From an optimization exercise on the open Yosys and OpenROAD flow, aimed at small area, a short achievable clock period and few clock cycles per item; shortcuts taken in it are not production practice. The RTL was checked by simulation tests, not by an equivalence proof against the original design.

==> flow/design.v, too long to show whole: its modules and the start of the top module <==
// module cdd_pipe_ctrl: 25 lines
// module cdd_stage1: 1266 lines
// module cdd_stage2: 610 lines
// module cdd_final: 524 lines
// module cdd_clean: 40 lines
// module calendar_date_difference: 88 lines
module calendar_date_difference (
  input  logic                           clk_i,
  input  logic                           rst_ni,
  input  logic                           in_valid_i,
  output logic                           in_ready_o,
  input  logic [cdd_pkg::YEAR_W-1:0]     first_year_i,
  input  logic [cdd_pkg::MONTH_W-1:0]    first_month_i,
  input  logic [cdd_pkg::DAY_W-1:0]      first_day_i,
  input  logic [cdd_pkg::YEAR_W-1:0]     second_year_i,
  input  logic [cdd_pkg::MONTH_W-1:0]    second_month_i,
  input  logic [cdd_pkg::DAY_W-1:0]      second_day_i,
  output logic                           out_valid_o,
  input  logic                           out_ready_i,
  output logic [cdd_pkg::DIFF_W-1:0]     day_difference_o
);
  // ...
==> flow/flow/run.sh <==
#!/bin/bash
# Layout flow: the standard flow (standard.sh) with two changes:
# - the buffers that buffer_ports puts on every input and output port are
#   sky130_fd_sc_hd__buf_2 instead of the cell OpenROAD picks by default;
# - Yosys's synth skips its quick internal ABC pass (SYNTH_ARGS=-noabc), so
#   the full adders written in the RTL reach extract_fa as written; the
#   technology mapping ABC pass after it runs as usual.
set -euo pipefail
export BUFFER_PORTS_ARGS="-buffer_cell sky130_fd_sc_hd__buf_2"
export SYNTH_ARGS="-noabc"
bash standard.sh finish > standard_flow.log 2>&1
==> flow/standard.sh <==
#!/bin/bash
# synth_recipe.tcl (not shown) runs the flow's synth.tcl, then flattens the netlist and writes it again
# the make line also repeats each setting of config.mk as NAME=value (left out here)
make -C /OpenROAD-flow-scripts/flow DESIGN_CONFIG=/design/flow/config.mk WORK_HOME=/design/flow/orfs CLKGATE_MAP_FILE= SYNTH_SCRIPT=/design/flow/synth_recipe.tcl "${@:-finish}"
==> flow/config.mk <==
export PLATFORM = sky130hd
export DESIGN_NAME = calendar_date_difference
export DESIGN_NICKNAME = calendar_date_difference
export VERILOG_FILES = /design/flow/design.v
export SDC_FILE = /design/flow/constraint.sdc
export NUM_CORES = 4
export LEC_CHECK = 0
export ABC_CLOCK_PERIOD_IN_PS = 4500
export CAP_MARGIN = 20
export CORE_MARGIN = 2
export CORE_UTILIZATION = 40
export SETUP_SLACK_MARGIN = 2.4
export SLEW_MARGIN = 20
==> flow/constraint.sdc <==
create_clock -name core_clock -period 7.0 [get_ports {clk_i}]
set_input_delay 1.4000 -clock core_clock [delete_from_list [all_inputs] [get_ports {clk_i}]]
set_output_delay 1.4000 -clock core_clock [all_outputs]
set_load 0.01 [all_outputs]
==> results.py, run 1 <==
metrics = {
    "outcome": {
        "status": "no timing/DRC/antenna violations",
    },
    "final_layout": {
        "buffer_area_share_pct": 3.455,
        "final_util_pct": 44.56,
        "clkCellAreaFrac_pct": 2.591,
        "mostFrequentLayoutCells": "inv_1 (202), fa_1 (136), ha_1 (120)",
        "area_delta_synth_final_pct": 10.31,
    },
    "clock_network": {
        "clk_pin_slew_ns": 0.07,
    },
    "worst_setup_path": {
        "r2r_start": "ga_q$_DFFE_PP_",
        "crit_start": "first_year_i[4]",
        "path_buf_inv": 2,
        "crit_path_start_kind": "input pin",
    },
    "sta": {
        "setup_viol": 0,
        "tightest_slew_ns": 1.010,
    },
    "route": {
        "drt_pass1_iterations": 6,
        "postRouteAntennaNets": 0,
    },
    "synthesis": {
        "synthXorXnorAreaFrac_pct": 5.650,
        "yosys-top-cells-area": "edfxtp_1 (26%), fa_1 (24%), ha_1 (14%)",
        "ys_seq_area_share_pct": 26.01,
        "synthesis.nets": 1390,
    },
    "global_route": {
        "antenna_found_initial": 0,
    },
}
Testbench counts, summed over its fixed seeds: cycles 24,016, items 24,000.
==> run 2, diff against run 1 <==
--- a/flow/config.mk
+++ b/flow/config.mk
@@ -5,7 +5,6 @@
 export SDC_FILE = /design/flow/constraint.sdc
 export NUM_CORES = 4
 export LEC_CHECK = 0
-export ABC_CLOCK_PERIOD_IN_PS = 4500
 export CAP_MARGIN = 20
 export CORE_MARGIN = 2
 export CORE_UTILIZATION = 40
==> run 2 against run 1 <==
Hold slack stayed put. Non-clock buffer count stayed put. Critical path type unchanged. Final area stayed put. Highest routed layer unchanged. Clock-buffer cell count stayed put. Global-route usage stayed put. Critical endpoint unchanged. Still clean on timing, DRC and antenna.
==> results.py, run 2 <==
metrics = {
    "floorplanning": {
        "io_pins": 74,
        "rows": 61,
        "die_x_um": 171.0,
        "coreArea_um2": 27630,
        "dieArea_um2": 29250,
        "start_util_pct": 40.39,
        "dieHeight_um": 171.0,
    },
    "global_route": {
        "grt_first_pass_wirelength_um": 36740,
        "grt-ovfl-total": 0,
        "antenna_found_initial": 0,
        "grtUsageTotal_pct": 16.02,
        "grt_pass1_vias": 7326,
        "grt_max_degree": 55,
    },
    "final_layout": {
        "area_delta_synth_final_pct": 10.31,
        "nFillCells": 2684,
        "nets": 1446,
        "largest-register": "cs_q",
        "antenna_cells": 0,
        "largest_reg_flops": 43,
        "top_regs": "cs_q: 43 flops, dt_q: 12 flops",
        "layout_commonest_cell": "inv_1",
        "stdcell_count": 1519,
        "mostFrequentLayoutCells": "inv_1 (202), fa_1 (136), ha_1 (120)",
        "drive_gt1_share_pct": 12.27,
    },
    "synthesis": {
        "yosysTopAreaCell": "edfxtp_1",
        "synth_edf_count": 95,
        "ys_seq_elements": 97,
        "yosysWarnings": 4,
        "yosysUniqueCellTypes": 72,
        "yosysMostFrequentCell": "inv_1",
        "syn_avg_cell_area_um2": 10.33,
        "yosys-top-cells-area": "edfxtp_1 (26%), fa_1 (24%), ha_1 (14%)",
        "yosysTopAreaCellShare_pct": 25.56,
        "synthesis.nets": 1390,
        "syn-cell-area_um2": 11160,
        "postSynthCellCount": 1080,
        "async_reset_ff_share_pct": 2.062,
        "ys_seq_area_share_pct": 26.01,
        "synthTopCellsByCount": "inv_1 (202), fa_1 (136), ha_1 (124), edfxtp_1 (95), a21oi_1 (62)",
        "ys.flop_type": "edfxtp_1",
    },
    "worst_setup_path": {
        "arrival_ns": 4.53,
        "crit_path_start_kind": "input pin",
        "critPathKind": "input pin to flip-flop",
        "ff2ff_path_depth": 11,
        "end_kind": "flip-flop",
        "reg2reg_slack_ns": 2.58,
        "crit_start": "first_year_i[4]",
        "r2r_start": "ga_q$_DFFE_PP_",
        "critPathRequiredTime_ns": 7.09,
        "critical_path.max_fanout": 5,
    },
    "clock_network": {
        "cts.sinks": 97,
        "clk_pin_slew_ns": 0.07,
        "cts_made_buffers": 9,
        "htreeDepth": 3,
        "ctsRootBufferMaster": "clkbuf_16",
        "clock_path_buffers": 2,
        "tritoncts": "built",
        "clk_latency_ns": 0.35,
    },
    "min_path": {
        "hold_path_startpoint": "u_ctrl.v1_q$_DFFE_PN0P_",
        "hp-class": "flip-flop to flip-flop",
        "holdPathStages": 1,
    },
    "route": {
        "drt-initial-drc-count": 419,
        "wl_met3_um": 707,
        "via_per_inst": 4.877,
        "met2_length_um": 10460,
        "route.final.wire_length_um": 22290,
        "num_vias": 7408,
        "dr.max_layer_used": "met4",
        "drc_errors": 0,
        "wl_per_cell_um": 14.67,
        "drt-met1-wl_um": 10560,
        "postRouteAntennaNets": 0,
        "drt_pass1_iterations": 6,
    },
    "run": {
        "cap_violations": 0,
    },
    "placed_design": {
        "io_buffers": 73,
        "dpl_worst_slack_ns": 1.849,
        "dpl.hpwl_um": 18720,
        "place_inst": 1497,
        "gp_congestion": 0.8749,
    },
    "sta": {
        "tns_ns": 0,
        "period_share_pct": 63.46,
        "tightest_slew_ns": 1.010,
        "max_freq_mhz": 225.1,
        "slew_headroom_pct": 32.70,
        "hold_viol": 0,
        "worst_hold_slack_ns": 0.4696,
        "fin_skew_ns": 0.009189,
        "worst_slack_ns": 2.558,
        "period_needed_ns": 4.442,
        "drv_slew": 0,
        "setup_viol": 0,
        "grt_setup_unrepaired": "true",
    },
    "outcome": {
        "status": "no timing/DRC/antenna violations",
    },
}
==> run 2: cell counts after synthesis <==
Identical to the previous run, type by type.
==> run 2: what timing repair did <==
item,4_1_cts,5_1_grt
hold buffers,0,0
setup endpoints to repair,20,19
resized for setup,5,28
pin swaps,1,5
cloned,0,0
setup buffers,3,3
==> run 2: cell type report <==
cell class	instances	area, um2	area share [%]
timing repair buffer	81	425.4	3.455
sequential	97	2903	23.58
multi-input combinational	744	7425	60.30
tap	378	473.0	3.841
clock buffer	11	232.7	1.890
clock inverter	5	86.33	0.7012
inverter	203	767.0	6.230
==> run 2: kinds of logic after synthesis <==
family	count (synthesis)	synth area share [%]
adder cells (fa/ha/maj)	260	38.30
buffers and inverters	239	8.823
AND/OR/NAND/NOR	219	9.877
AO/OA/AOI/OAI	188	10.90
flip-flops	97	26.01
XOR/XNOR	72	5.650
multiplexers	5	0.4484
==> run 2: final timing paths <==
kind | to
max | dt_q[10]$_DFFE_PP_
min reg2reg | u_ctrl.v2_q$_DFFE_PN0P_
max in group asynchronous | u_ctrl.v2_q$_DFFE_PN0P_
max reg2reg | cs_q[13]$_DFFE_PP_
min in group asynchronous | u_ctrl.v1_q$_DFFE_PN0P_
min | u_ctrl.v2_q$_DFFE_PN0P_
==> run 2: through the flow <==
stage	area [um2]	utilization, %
floorplan	11160	-
global placement	11790	42.69
detailed placement	11790	42.69
finish	12310	44.56
CTS	12160	44.00
global route	12310	44.56
==> run 2: routing by layer <==
| layer | up-vias | GRT usage [%] |
|---|---|---|
| met5 | - | 0 |
| met4 | 0 | 5.859 |
| met3 | 32 | 1.735 |
| met2 | 136 | 26.58 |
| met1 | 3508 | 21.72 |
| li1 | 3732 | - |
==> run 2: critical path, stage by stage <==
cell	delay (ns)
buf_2	0.14
nor4_2	0.28
nor2_1	0.07
o31a_1	0.28
or2_2	0.32
nor2_2	0.11
ha_1	0.17
inv_1	0.06
fa_1	0.46
a21o_1	0.19
a21oi_2	0.17
o21bai_1	0.09
a21oi_2	0.17
o21bai_1	0.09
a21oi_2	0.18
nor4b_1	0.08
a311o_1	0.28
==> run 3, diff against run 2 <==
--- a/flow/config.mk
+++ b/flow/config.mk
@@ -5,8 +5,8 @@
 export SDC_FILE = /design/flow/constraint.sdc
 export NUM_CORES = 4
 export LEC_CHECK = 0
-export CAP_MARGIN = 20
+export CAP_MARGIN = 0
 export CORE_MARGIN = 2
 export CORE_UTILIZATION = 40
 export SETUP_SLACK_MARGIN = 2.4
-export SLEW_MARGIN = 20
+export SLEW_MARGIN = 0
==> run 3 against run 2 <==
Core utilization unchanged. Still clean on timing, DRC and antenna. Critical path type unchanged. Non-clock buffer count stayed put. Via count unchanged.
==> results.py, run 3 <==
metrics = {
    "global_route": {
        "grt_max_degree": 55,
        "grt_first_pass_wirelength_um": 36740,
        "grtUsageTotal_pct": 16.02,
        "grt_pass1_vias": 7326,
        "grt-ovfl-total": 0,
        "antenna_found_initial": 0,
    },
    "worst_setup_path": {
        "critPathRequiredTime_ns": 7.09,
        "worstReg2RegEnd": "cs_q[13]$_DFFE_PP_",
        "crit_end": "dt_q[10]$_DFFE_PP_",
        "reg2reg_slack_ns": 2.58,
        "crit_path_start_kind": "input pin",
        "end_kind": "flip-flop",
        "ff2ff_path_depth": 11,
        "crit_start": "first_year_i[4]",
        "r2r_start": "ga_q$_DFFE_PP_",
        "critical_path.max_fanout": 5,
        "critPathKind": "input pin to flip-flop",
        "arrival_ns": 4.53,
    },
    "synthesis": {
        "yosysUniqueCellTypes": 72,
        "postSynthCellCount": 1080,
        "ys_seq_elements": 97,
        "synth_edf_count": 95,
        "ys.flop_type": "edfxtp_1",
        "yosysWarnings": 4,
        "synthTopCellsByCount": "inv_1 (202), fa_1 (136), ha_1 (124), edfxtp_1 (95), a21oi_1 (62)",
        "synthesis.nets": 1390,
        "yosysTopAreaCellShare_pct": 25.56,
        "syn_avg_cell_area_um2": 10.33,
        "ys_seq_area_share_pct": 26.01,
        "yosysMostFrequentCell": "inv_1",
        "async_reset_ff_share_pct": 2.062,
        "yosys-top-cells-area": "edfxtp_1 (26%), fa_1 (24%), ha_1 (14%)",
        "syn-cell-area_um2": 11160,
        "yosysTopAreaCell": "edfxtp_1",
    },
    "sta": {
        "drv_slew": 0,
        "fin_skew_ns": 0.009189,
        "worst_slack_ns": 2.558,
        "slew_headroom_pct": 32.70,
        "tightest_slew_ns": 1.010,
        "max_freq_mhz": 225.1,
        "period_share_pct": 63.46,
        "period_needed_ns": 4.442,
        "tns_ns": 0,
        "hold_viol": 0,
        "setup_viol": 0,
        "worst_hold_slack_ns": 0.4696,
        "grt_setup_unrepaired": "true",
    },
    "final_layout": {
        "top_regs": "cs_q: 43 flops, dt_q: 12 flops",
        "area_delta_synth_final_pct": 10.31,
        "nets": 1446,
        "mostFrequentLayoutCells": "inv_1 (202), fa_1 (136), ha_1 (120)",
        "final_util_pct": 44.56,
        "drive_gt1_share_pct": 12.27,
        "antenna_cells": 0,
        "largest_reg_flops": 43,
        "layout_commonest_cell": "inv_1",
        "nFillCells": 2684,
        "stdcell_count": 1519,
        "largest-register": "cs_q",
    },
    "route": {
        "wl_per_cell_um": 14.67,
        "drt_pass1_iterations": 6,
        "via_per_inst": 4.877,
        "num_vias": 7408,
        "drc_errors": 0,
        "postRouteAntennaNets": 0,
        "route.final.wire_length_um": 22290,
        "drt-initial-drc-count": 419,
    },
    "clock_network": {
        "clk_pin_slew_ns": 0.07,
        "cts.sinks": 97,
        "htreeDepth": 3,
        "ctsRootBufferMaster": "clkbuf_16",
        "holdBufCountCts": 0,
        "clk_latency_ns": 0.35,
        "cts_made_buffers": 9,
        "tritoncts": "built",
        "clock_path_buffers": 2,
    },
    "placed_design": {
        "dpl.hpwl_um": 18720,
        "io_buffers": 73,
        "dpl_worst_slack_ns": 1.849,
        "gp_congestion": 0.8749,
        "place_inst": 1497,
    },
    "run": {
        "cap_violations": 0,
    },
    "outcome": {
        "status": "no timing/DRC/antenna violations",
    },
    "floorplanning": {
        "dieArea_um2": 29250,
        "die_x_um": 171.0,
        "dieHeight_um": 171.0,
        "rows": 61,
        "io_pins": 74,
        "start_util_pct": 40.39,
        "coreArea_um2": 27630,
    },
    "min_path": {
        "hp-class": "flip-flop to flip-flop",
    },
}
==> run 3: cell families after synthesis <==
family	share of synthesized area, %
fa+ha+maj	38.30
buf+inv	8.823
simple gates	9.877
compound gates	10.90
flops	26.01
xor+xnor	5.650
mux	0.4484
==> run 3: what timing repair did <==
item	in CTS	in global routing
setup buffers	3	3
gates resized for setup	5	28
pin swaps	1	5
setup endpoints to repair	20	19
==> run 3: worst max-delay path, stage by stage <==
cell and delay [ns]:
buf_2 0.14, nor4_2 0.28, nor2_1 0.07, o31a_1 0.28, or2_2 0.32, nor2_2 0.11
ha_1 0.17, inv_1 0.06, fa_1 0.46, a21o_1 0.19, a21oi_2 0.17, o21bai_1 0.09
a21oi_2 0.17, o21bai_1 0.09, a21oi_2 0.18, nor4b_1 0.08, a311o_1 0.28
==> run 3: worst min-delay path by stage <==
stage	startpoint	slack (ns)	endpoint	depth (start not counted)
after CTS	u_ctrl.v1_q$_DFFE_PN0P_	0.47	u_ctrl.v2_q$_DFFE_PN0P_	1
final	u_ctrl.v1_q$_DFFE_PN0P_	0.47	u_ctrl.v2_q$_DFFE_PN0P_	1
after global routing	u_ctrl.v1_q$_DFFE_PN0P_	0.50	u_ctrl.v2_q$_DFFE_PN0P_	1
after floorplan	u_ctrl.v1_q$_DFFE_PN0P_	0.43	u_ctrl.v2_q$_DFFE_PN0P_	1
after detailed placement	u_ctrl.v1_q$_DFFE_PN0P_	0.46	u_ctrl.v2_q$_DFFE_PN0P_	1
after global placement	u_ctrl.v1_q$_DFFE_PN0P_	0.45	u_ctrl.v2_q$_DFFE_PN0P_	1
==> run 3: stage by stage <==
step | area (um2)
finish | 12310
global route | 12310
CTS | 12160
detailed placement | 11790
global placement | 11790
floorplan | 11160
==> run 3: final cells by class <==
type                       instances  area [um2]  area share, %
tap                              378       473.0          3.841
inverter                         203       767.0          6.230
clock buffer                      11       232.7          1.890
clock inverter                     5       86.33         0.7012
sequential                        97        2903          23.58
timing repair buffer              81       425.4          3.455
multi-input combinational        744        7425          60.30
==> run 3: routing by layer <==
layer | share of wire [%] | up-vias | track usage, %
met3 | 3.2 | 32 | 1.735
met2 | 47 | 136 | 26.58
met5 | 0 | - | 0
met1 | 47 | 3508 | 21.72
li1 | - | 3732 | -
met4 | 2.5 | 0 | 5.859
==> run 4, diff against run 3 <==
==> flow/flow/run.sh (replaced) <==
#!/bin/bash
# Layout flow: the standard flow (standard.sh) with two changes:
# - the buffers that buffer_ports puts on every input and output port are
#   sky130_fd_sc_hd__buf_1 instead of the cell OpenROAD picks by default;
# - Yosys's synth skips its quick internal ABC pass (SYNTH_ARGS=-noabc), so
#   the full adders written in the RTL reach extract_fa as written; the
#   technology mapping ABC pass after it runs as usual.
set -euo pipefail
export BUFFER_PORTS_ARGS="-buffer_cell sky130_fd_sc_hd__buf_1"
export SYNTH_ARGS="-noabc"
bash standard.sh finish > standard_flow.log 2>&1
--- a/flow/config.mk
+++ b/flow/config.mk
@@ -5,8 +5,8 @@
 export SDC_FILE = /design/flow/constraint.sdc
 export NUM_CORES = 4
 export LEC_CHECK = 0
-export CAP_MARGIN = 0
+export CAP_MARGIN = 20
 export CORE_MARGIN = 2
 export CORE_UTILIZATION = 40
-export SETUP_SLACK_MARGIN = 2.4
-export SLEW_MARGIN = 0
+export SETUP_SLACK_MARGIN = 2.3
+export SLEW_MARGIN = 20
==> run 4 against run 3 <==
Sequential share of layout area up 0.35 points. Fmax down 3.6%. Clock skew up 0.00063 ns. Largest cell class unchanged. Critical path type unchanged. First-iteration DRC count down 9.3%. Die area unchanged. Via count down 0.28%. Register-to-register slack better by 0.04 ns. Non-clock buffer count down 2. Critical endpoint unchanged.
==> results.py, run 4 <==
metrics = {
    "sta": {
        "slew_headroom_pct": 32.60,
        "drv_slew": 0,
        "fin_skew_ns": 0.009820,
        "max_freq_mhz": 217.0,
        "tns_ns": 0,
        "period_share_pct": 65.83,
        "setup_viol": 0,
        "period_needed_ns": 4.608,
        "tightest_slew_ns": 1.011,
        "hold_viol": 0,
        "grt_setup_unrepaired": "true",
    },
    "worst_setup_path": {
        "arrival_ns": 4.71,
        "critPathKind": "input pin to flip-flop",
        "ff2ff_path_depth": 11,
        "crit_path_start_kind": "input pin",
        "end_kind": "flip-flop",
        "critPathRequiredTime_ns": 7.10,
        "critical_path.max_fanout": 6,
    },
    "synthesis": {
        "yosysUniqueCellTypes": 72,
        "postSynthCellCount": 1080,
        "yosysWarnings": 4,
        "syn_avg_cell_area_um2": 10.33,
        "async_reset_ff_share_pct": 2.062,
        "synth_edf_count": 95,
        "synthTopCellsByCount": "inv_1 (202), fa_1 (136), ha_1 (124), edfxtp_1 (95), a21oi_1 (62)",
        "ys_seq_elements": 97,
        "yosysTopAreaCellShare_pct": 25.56,
        "yosysMostFrequentCell": "inv_1",
        "yosysTopAreaCell": "edfxtp_1",
        "yosys-top-cells-area": "edfxtp_1 (26%), fa_1 (24%), ha_1 (14%)",
        "synthesis.nets": 1390,
        "syn-cell-area_um2": 11160,
        "ys.flop_type": "edfxtp_1",
        "ys_seq_area_share_pct": 26.01,
    },
    "final_layout": {
        "antenna_cells": 0,
        "final_util_pct": 43.91,
        "postLayoutCellArea_um2": 12130,
        "layout_commonest_cell": "inv_1",
        "largest_reg_flops": 43,
        "mostFrequentLayoutCells": "inv_1 (202), fa_1 (136), ha_1 (124)",
        "area_delta_synth_final_pct": 8.699,
        "nets": 1444,
        "drive_gt1_share_pct": 5.268,
        "largest-register": "cs_q",
        "top_regs": "cs_q: 43 flops, dt_q: 12 flops",
    },
    "clock_network": {
        "holdBufCountCts": 0,
        "cts.sinks": 97,
        "clk_pin_slew_ns": 0.07,
        "tritoncts": "built",
        "clk_latency_ns": 0.35,
        "clock_path_buffers": 2,
        "htreeDepth": 3,
        "ctsRootBufferMaster": "clkbuf_16",
        "cts_made_buffers": 9,
    },
    "outcome": {
        "status": "no timing/DRC/antenna violations",
    },
    "floorplanning": {
        "dieHeight_um": 171.0,
        "dieArea_um2": 29250,
        "coreArea_um2": 27630,
        "io_pins": 74,
        "die_x_um": 171.0,
        "start_util_pct": 40.39,
        "rows": 61,
    },
    "run": {
        "cap_violations": 0,
    },
    "global_route": {
        "grt_first_pass_wirelength_um": 37760,
        "grtUsageTotal_pct": 16.25,
        "grt_pass1_vias": 7501,
        "grt-ovfl-total": 0,
        "grt_max_degree": 55,
        "antenna_found_initial": 0,
    },
    "min_path": {
        "holdPathStages": 1,
        "hp-class": "flip-flop to flip-flop",
    },
    "route": {
        "drt-initial-drc-count": 380,
        "drc_errors": 0,
        "route.final.wire_length_um": 22390,
        "drt_pass1_iterations": 7,
        "postRouteAntennaNets": 0,
        "via_per_inst": 4.869,
        "wl_per_cell_um": 14.76,
        "num_vias": 7387,
    },
    "placed_design": {
        "io_buffers": 73,
        "gp_congestion": 0.8763,
        "dpl.hpwl_um": 18760,
        "placed_cell_area_um2": 11700,
    },
}
==> run 4: metal layers <==
layer / up-vias / wire length (um) / GRT usage [%]
met4: 0 / 201 / 3.427
met3: 14 / 650 / 1.619
met2: 126 / 10700 / 27.63
met1: 3530 / 10830 / 22.59
met5: - / 0 / 0
li1: 3717 / - / -
==> run 4: timing repair <==
action                     4_1_cts  5_1_grt
pin swaps                        1        2
setup buffers                    4        0
setup endpoints to repair       19       19
gates resized for setup          4       21
==> run 4: path summary, 6_finish.rpt <==
kind / from / to / slack (ns)
min: u_ctrl.v1_q$_DFFE_PN0P_ / u_ctrl.v2_q$_DFFE_PN0P_ / 0.47
max: first_year_i[5] / dt_q[10]$_DFFE_PP_ / 2.39
min in group asynchronous: rst_ni / u_ctrl.v1_q$_DFFE_PN0P_ / 0.81
max in group asynchronous: rst_ni / u_ctrl.v2_q$_DFFE_PN0P_ / 6.06
min reg2reg: u_ctrl.v1_q$_DFFE_PN0P_ / u_ctrl.v2_q$_DFFE_PN0P_ / 0.47
max reg2reg: ga_q$_DFFE_PP_ / cs_q[13]$_DFFE_PP_ / 2.62
==> run 4: kinds of logic after synthesis <==
group	share of synthesized area, %
simple gates	9.877
fa+ha+maj	38.30
compound gates	10.90
mux	0.4484
xor+xnor	5.650
flops	26.01
buf+inv	8.823
==> run 4: stage by stage <==
| step | worst slack [ns] | std cells | hold WS (ns) |
|---|---|---|---|
| 2_1_floorplan | 2.422 | 1080 | 0.4348 |
| 3_3_place_gp | 1.829 | 1497 | 0.4470 |
| 3_5_place_dp | 1.716 | 1497 | 0.4513 |
| 4_1_cts | 2.315 | 1517 | 0.4760 |
| 5_1_grt | 2.127 | 1517 | 0.4993 |
| 6_report | 2.392 | 1517 | 0.4672 |
==> run 4: cell type report <==
| cell class | instances | area (um2) |
|---|---|---|
| flip-flops and latches | 97 | 2903 |
| inverters | 203 | 767.0 |
| clock inverters | 7 | 75.07 |
| well taps | 378 | 473.0 |
| fillers | 2711 | 15500 |
| repair buffers | 79 | 325.3 |
| clock buffers | 9 | 225.2 |
| multi-input cells | 744 | 7363 |
==> run 4: worst max-delay path, cell delays in order <==
cell and delay (ns):
buf_1 0.20, nor4_2 0.25, nor2_1 0.06, o31a_1 0.26, or2_2 0.30, nor2_1 0.14, ha_1 0.19, inv_1 0.06
fa_1 0.47, a21o_1 0.18, a21oi_1 0.21, o21bai_1 0.11, a21oi_2 0.19, o21bai_1 0.10, a21oi_2 0.21, nor4b_1 0.08
a311o_1 0.28
==> run 5, diff against run 4 <==
--- a/flow/config.mk
+++ b/flow/config.mk
@@ -8,5 +8,5 @@
 export CAP_MARGIN = 20
 export CORE_MARGIN = 2
 export CORE_UTILIZATION = 40
-export SETUP_SLACK_MARGIN = 2.3
+export SETUP_SLACK_MARGIN = 2.4
 export SLEW_MARGIN = 20
==> run 5 against run 4 <==
Clock skew barely moved. Synthesized cell count unchanged. Critical endpoint is now day_difference_o[21]. Cell count increased by 0.33%. Final area grew 1.1%. Core utilization increased by 0.48 points. Register-to-register slack barely moved. Still clean on timing, DRC and antenna. Critical path depth fell by 7. Via count grew 0.60%. Clock-buffer cell count did not move. Global-route usage is 0.060 points higher.
==> results.py, run 5 <==
metrics = {
    "run": {
        "cap_violations": 0,
    },
    "clock_network": {
        "htreeDepth": 3,
        "clk_pin_slew_ns": 0.07,
        "tritoncts": "built",
        "clock_path_buffers": 2,
        "cts_made_buffers": 9,
        "holdBufCountCts": 0,
        "ctsRootBufferMaster": "clkbuf_16",
        "clk_latency_ns": 0.35,
        "cts.sinks": 97,
    },
    "worst_setup_path": {
        "end_kind": "primary output",
        "critical_path.max_fanout": 5,
        "arrival_ns": 3.02,
        "critPathRequiredTime_ns": 5.60,
        "crit_path_start_kind": "flip-flop",
        "critPathKind": "flip-flop to primary output",
    },
    "synthesis": {
        "yosysTopAreaCell": "edfxtp_1",
        "synthesis.nets": 1390,
        "ys.flop_type": "edfxtp_1",
        "yosysUniqueCellTypes": 72,
        "syn-cell-area_um2": 11160,
        "yosys-top-cells-area": "edfxtp_1 (26%), fa_1 (24%), ha_1 (14%)",
        "async_reset_ff_share_pct": 2.062,
        "synthTopCellsByCount": "inv_1 (202), fa_1 (136), ha_1 (124), edfxtp_1 (95), a21oi_1 (62)",
        "synth_edf_count": 95,
        "yosysWarnings": 4,
        "ys_seq_area_share_pct": 26.01,
        "syn_avg_cell_area_um2": 10.33,
        "yosysTopAreaCellShare_pct": 25.56,
        "ys_seq_elements": 97,
        "postSynthCellCount": 1080,
        "yosysMostFrequentCell": "inv_1",
    },
    "route": {
        "drc_errors": 0,
        "wl_per_cell_um": 14.80,
        "drt-initial-drc-count": 437,
        "via_per_inst": 4.882,
        "num_vias": 7431,
        "postRouteAntennaNets": 0,
        "route.final.wire_length_um": 22530,
        "drt_pass1_iterations": 5,
    },
    "sta": {
        "slew_headroom_pct": 32.60,
        "tightest_slew_ns": 1.011,
        "max_freq_mhz": 226.0,
        "period_needed_ns": 4.425,
        "grt_setup_unrepaired": "true",
        "drv_slew": 0,
        "period_share_pct": 63.21,
        "hold_viol": 0,
        "setup_viol": 0,
        "fin_skew_ns": 0.009895,
        "tns_ns": 0,
    },
    "final_layout": {
        "layout_commonest_cell": "inv_1",
        "seqCellArea_um2": 2903,
        "stdcell_count": 1522,
        "area_delta_synth_final_pct": 9.888,
        "largest-register": "cs_q",
        "multiInputGateArea_um2": 7451,
        "nFillCells": 2702,
        "postLayoutCellArea_um2": 12260,
        "top_regs": "cs_q: 43 flops, dt_q: 12 flops",
        "antenna_cells": 0,
        "nets": 1449,
        "largest_reg_flops": 43,
        "drive_gt1_share_pct": 7.430,
        "final_util_pct": 44.39,
        "mostFrequentLayoutCells": "inv_1 (202), fa_1 (135), ha_1 (118)",
    },
    "outcome": {
        "status": "no timing/DRC/antenna violations",
    },
    "placed_design": {
        "placed_cell_area_um2": 11700,
        "gp_congestion": 0.8763,
        "io_buffers": 73,
        "dpl.hpwl_um": 18760,
        "place_inst": 1497,
    },
    "floorplanning": {
        "start_util_pct": 40.39,
        "die_x_um": 171.0,
        "io_pins": 74,
        "dieArea_um2": 29250,
        "rows": 61,
        "dieHeight_um": 171.0,
        "coreArea_um2": 27630,
    },
    "global_route": {
        "grt_first_pass_wirelength_um": 37870,
        "grt_max_degree": 55,
        "grtUsageTotal_pct": 16.31,
        "grt_pass1_vias": 7516,
        "grt-ovfl-total": 0,
        "antenna_found_initial": 0,
    },
    "min_path": {
        "hp-class": "flip-flop to flip-flop",
    },
}
run 5: final timing paths:
check | startpoint | endpoint | slack, ns | cells after the start
max in group asynchronous | rst_ni | u_ctrl.v2_q$_DFFE_PN0P_ | 6.06 | 1
min in group asynchronous | rst_ni | u_ctrl.v1_q$_DFFE_PN0P_ | 0.81 | 1
worst min register to register | u_ctrl.v1_q$_DFFE_PN0P_ | u_ctrl.v2_q$_DFFE_PN0P_ | 0.47 | 1
worst max-delay path | cs_q[30]$_DFFE_PP_ | day_difference_o[21] | 2.58 | 10
worst max register to register | ga_q$_DFFE_PP_ | cs_q[13]$_DFFE_PP_ | 2.62 | 11
worst min-delay path | u_ctrl.v1_q$_DFFE_PN0P_ | u_ctrl.v2_q$_DFFE_PN0P_ | 0.47 | 1
run 5: cell families (layout without fill, tap and decap cells):
kind of cell    after synthesis  count (layout)  share of synthesized area, %
fa+ha+maj                   260             260                         38.30
flops                        97              97                         26.01
compound gates              188             188                         10.90
xor+xnor                     72              72                         5.650
simple gates                219             219                         9.877
buf+inv                     239             303                         8.823
mux                           5               5                        0.4484
run 5: per-layer routing:
| layer | up-vias | routed length, um | track usage [%] |
|---|---|---|---|
| met5 | - | 0 | 0 |
| met4 | 0 | 228 | 3.427 |
| li1 | 3731 | - | - |
| met2 | 109 | 10890 | 27.84 |
| met3 | 16 | 631 | 1.619 |
| met1 | 3575 | 10790 | 22.59 |
run 5: through the flow:
stage / hold slack [ns] / setup WS [ns]
after global routing: 0.4993 / 2.347
after global placement: 0.4470 / 1.829
final: 0.4672 / 2.575
after floorplan: 0.4348 / 2.422
after detailed placement: 0.4513 / 1.716
after CTS: 0.4760 / 2.361
run 5: timing repair:
action,4_1_cts,5_1_grt
setup buffers,4,5
endpoints found under the hold margin,0,0
pin swaps,3,8
setup endpoints to repair,22,29
gates resized for setup,8,43
run 5: worst max-delay path, cell delays in order (launching register included):
cell and delay (ns):
edfxtp_1 0.39, ha_2 0.34, a21o_1 0.18, a211oi_2 0.20, nor2_1 0.11, o32a_1 0.38
o2111ai_2 0.25, a21oi_2 0.11, or4b_1 0.46, o311ai_1 0.09, buf_2 0.18
run 5: cell type report:
type | count | area share, %
clock inverter | 7 | 0.6121
timing repair buffer | 84 | 2.999
tap | 378 | 3.856
clock buffer | 9 | 1.836
inverter | 203 | 6.274
sequential | 97 | 23.67
multi-input combinational | 744 | 60.75
==> run 6, diff against run 5 <==
--- a/flow/config.mk
+++ b/flow/config.mk
@@ -8,5 +8,6 @@
 export CAP_MARGIN = 20
 export CORE_MARGIN = 2
 export CORE_UTILIZATION = 40
+export CTS_BUF_LIST = sky130_fd_sc_hd__clkbuf_8
 export SETUP_SLACK_MARGIN = 2.4
 export SLEW_MARGIN = 20
==> run 6 against run 5 <==
Still clean. Fmax fell by 0.26%. First-iteration DRC count rose by 3.4%. Area after synthesis did not move. Flip-flop and latch count did not move. Hold slack improved by 0.0070 ns. Clock-buffer cell count did not move. Highest routed layer unchanged.
==> results.py, run 6 <==
metrics = {
    "outcome": {
        "status": "no timing/DRC/antenna violations",
    },
    "worst_setup_path": {
        "end_kind": "flip-flop",
        "crit_path_start_kind": "input pin",
        "path_buf_inv": 3,
        "ff2ff_path_depth": 11,
        "worstReg2RegEnd": "cs_q[13]$_DFFE_PP_",
        "critPathTopFamily": "adder cells",
        "crit_chain": "buf_1 > fa_1 > inv_1 > fa_1 > inv_1 > ha_1 > a21oi_1 > a21o_1 > nand3b_1 > a21o_1 > a31o_2 > o31a_1 > nor4b_2",
        "worst_path_largest_cell_delay_ns": 0.56,
        "reg2reg_slack_ns": 2.62,
        "critPathKind": "input pin to flip-flop",
        "cpMaxStageDelayCell": "fa_1",
        "r2r_start": "ga_q$_DFFE_PP_",
        "cp.depth": 13,
        "critPathRequiredTime_ns": 7.21,
        "arrival_ns": 4.65,
        "critical_path.max_fanout": 5,
    },
    "synthesis": {
        "synthAdderAreaFrac_pct": 38.30,
        "ys.flop_type": "edfxtp_1",
        "synthXorXnorAreaFrac_pct": 5.650,
        "synth-simple-area-share_pct": 9.877,
        "synthTopCellsByCount": "inv_1 (202), fa_1 (136), ha_1 (124), edfxtp_1 (95), a21oi_1 (62)",
        "yosysWarnings": 4,
        "async_reset_ff_share_pct": 2.062,
        "yosysMostFrequentCell": "inv_1",
        "ys_seq_elements": 97,
        "syn-cell-area_um2": 11160,
        "synthesis.nets": 1390,
        "yosys-top-cells-area": "edfxtp_1 (26%), fa_1 (24%), ha_1 (14%)",
        "synth_top_family_by_area": "adder cells",
        "ys_seq_area_share_pct": 26.01,
        "syn_avg_cell_area_um2": 10.33,
        "yosysTopAreaCell": "edfxtp_1",
        "postSynthCellCount": 1080,
        "synthMuxAreaShare_pct": 0.4484,
        "yosysUniqueCellTypes": 72,
        "synth_compound_area_share_pct": 10.90,
        "yosysTopAreaCellShare_pct": 25.56,
        "synth_edf_count": 95,
    },
    "floorplanning": {
        "dieArea_um2": 29250,
        "coreArea_um2": 27630,
        "rows": 61,
        "die_x_um": 171.0,
        "start_util_pct": 40.39,
        "io_pins": 74,
        "dieHeight_um": 171.0,
    },
    "clock_network": {
        "clk_latency_ns": 0.38,
        "cts.sinks": 97,
        "clock_path_buffers": 2,
        "cts_made_buffers": 9,
        "clk_pin_slew_ns": 0.10,
        "tritoncts": "built",
        "holdBufCountCts": 0,
        "htreeDepth": 3,
        "ctsRootBufferMaster": "clkbuf_8",
    },
    "global_route": {
        "grt_max_degree": 55,
        "grt_first_pass_wirelength_um": 37870,
        "grt_pass1_vias": 7528,
        "grt-ovfl-total": 0,
        "grtUsageTotal_pct": 16.31,
        "antenna_found_initial": 0,
    },
    "final_layout": {
        "nFillCells": 2708,
        "multiInputGateArea_um2": 7460,
        "antenna_cells": 0,
        "top_regs": "cs_q: 43 flops, dt_q: 12 flops",
        "layout_commonest_cell": "inv_1",
        "mostFrequentLayoutCells": "inv_1 (202), fa_1 (135), ha_1 (118)",
        "area_delta_synth_final_pct": 8.912,
        "seqCellArea_um2": 2903,
        "drive_gt1_share_pct": 7.537,
        "nets": 1446,
        "largest_reg_flops": 43,
        "largest-register": "cs_q",
        "postLayoutCellArea_um2": 12160,
    },
    "sta": {
        "drv_slew": 0,
        "slew_headroom_pct": 32.07,
        "tightest_slew_ns": 1.019,
        "worst_hold_slack_ns": 0.4742,
        "grt_setup_unrepaired": "true",
        "setup_viol": 0,
        "period_needed_ns": 4.436,
        "tns_ns": 0,
        "hold_viol": 0,
        "fin_skew_ns": 0.01379,
        "period_share_pct": 63.37,
        "worst_slack_ns": 2.564,
        "max_freq_mhz": 225.4,
    },
    "placed_design": {
        "placed_cell_area_um2": 11700,
        "dpl.hpwl_um": 18760,
        "io_buffers": 73,
        "gp_congestion": 0.8763,
        "dpl_worst_slack_ns": 1.716,
    },
    "route": {
        "drc_errors": 0,
        "postRouteAntennaNets": 0,
        "wl_per_cell_um": 14.75,
        "route.final.wire_length_um": 22410,
        "drt_pass1_iterations": 7,
        "drt-initial-drc-count": 452,
        "via_per_inst": 4.867,
        "num_vias": 7393,
    },
    "min_path": {
        "hp-class": "flip-flop to flip-flop",
        "holdPathStages": 1,
        "hold_path_startpoint": "u_ctrl.v1_q$_DFFE_PN0P_",
        "worstHoldEndpoint": "u_ctrl.v2_q$_DFFE_PN0P_",
    },
    "run": {
        "cap_violations": 0,
    },
}
-- run 6: timing repair --
action,CTS,global route
cloned,0,0
endpoints found under the setup margin,25,27
buffers inserted,4,2
gates resized for setup,8,46
pin swaps,1,9
-- run 6: how the worst max path moves through the flow --
stage | to | slack (ns) | start
floorplan | dt_q[10]$_DFFE_PP_ | 2.42 | first_year_i[7]
global placement | dt_q[10]$_DFFE_PP_ | 1.83 | first_year_i[7]
detailed placement | dt_q[10]$_DFFE_PP_ | 1.72 | first_year_i[7]
CTS | day_difference_o[0] | 2.39 | cs_q[30]$_DFFE_PP_
global route | dt_q[11]$_DFFE_PP_ | 2.37 | first_year_i[2]
finish | gb_q$_DFFE_PP_ | 2.56 | second_year_i[2]
-- run 6: kinds of logic (layout without fill, tap and decap cells) --
group	count (synthesis)	count (layout)
adder cells (fa/ha/maj)	260	260
AND/OR/NAND/NOR	219	219
multiplexers	5	5
XOR/XNOR	72	72
AO/OA/AOI/OAI	188	188
buffers and inverters	239	300
flip-flops	97	97
-- run 6: worst reg2reg max path, cell delays in order, from the launching register on --
cell	delay, ns
edfxtp_1	0.41
inv_1	0.06
ha_1	0.31
ha_1	0.15
inv_1	0.05
fa_1	0.43
xor2_1	0.24
fa_1	0.50
fa_1	0.52
fa_1	0.46
fa_1	0.49
fa_1	0.50
-- run 6: layout make-up --
class,count,area share (%)
clock buffers,9,1.019
clock inverters,7,0.6176
inverters,203,6.372
multi-input cells,744,61.37
flip-flops and latches,97,23.88
well taps,378,3.891
repair buffers,81,2.851
-- run 6: routing by layer --
metal / up-vias / wire length (um) / share of wire [%] / GRT usage (%)
met4: 0 / 240 / 1.1 / 3.906
met3: 14 / 643 / 2.9 / 1.411
met1: 3533 / 10820 / 48 / 22.61
li1: 3723 / - / - / -
met5: - / 0 / 0 / 0
met2: 123 / 10710 / 48 / 27.73
-- run 6: metrics by stage --
stage	utilization (%)	std cells
after global placement	42.36	1497
final	44.00	1519
after detailed placement	42.36	1497
after floorplan	-	1080
after global routing	44.00	1519
after CTS	43.36	1517

separate check: timing with driven ports:
In the flow no input, the clock included, has a driving cell. The finished layouts below were timed again as built, in two steps.
Step 1 assumes that a clkbuf_16 drives the clock port and a buf_2 every other input.
Step 2 times the ports against the registers' clock, not the clock port: input delays grow and output delays shrink by t, the midpoint of the rising clock arrivals with the driver on.
a / b / c = no drivers / after step 1 / after step 2; a / b = the first two.
| run | t (ns) | slack for setup (ns) | worst hold slack (ns) | worst setup path at the end | latest minus earliest clock arrival (ns) |
|---|---|---|---|---|---|
| run 1 | 0.390 | 2.558 / 2.521 / 2.194 | 0.470 / 0.470 / 0.470 | input to register | 0.010 / 0.009 |
| run 2 | 0.390 | 2.558 / 2.521 / 2.194 | 0.470 / 0.470 / 0.470 | input to register | 0.010 / 0.009 |
| run 3 | 0.390 | 2.558 / 2.521 / 2.194 | 0.470 / 0.470 / 0.470 | input to register | 0.010 / 0.009 |
| run 4 | 0.387 | 2.392 / 2.412 / 2.025 | 0.467 / 0.467 / 0.467 | input to register | 0.010 / 0.010 |
| run 5 | 0.389 | 2.575 / 2.534 / 2.242 | 0.467 / 0.467 / 0.467 | input to register | 0.011 / 0.011 |
| run 6 | 0.413 | 2.564 / 2.535 / 2.168 | 0.474 / 0.474 / 0.474 | input to register | 0.014 / 0.014 |
After both steps setup and hold are still met in every run listed. For run 6, which loses most, drivers alone change the setup slack by -0.029 ns; drivers and shift together by -0.396 ns.
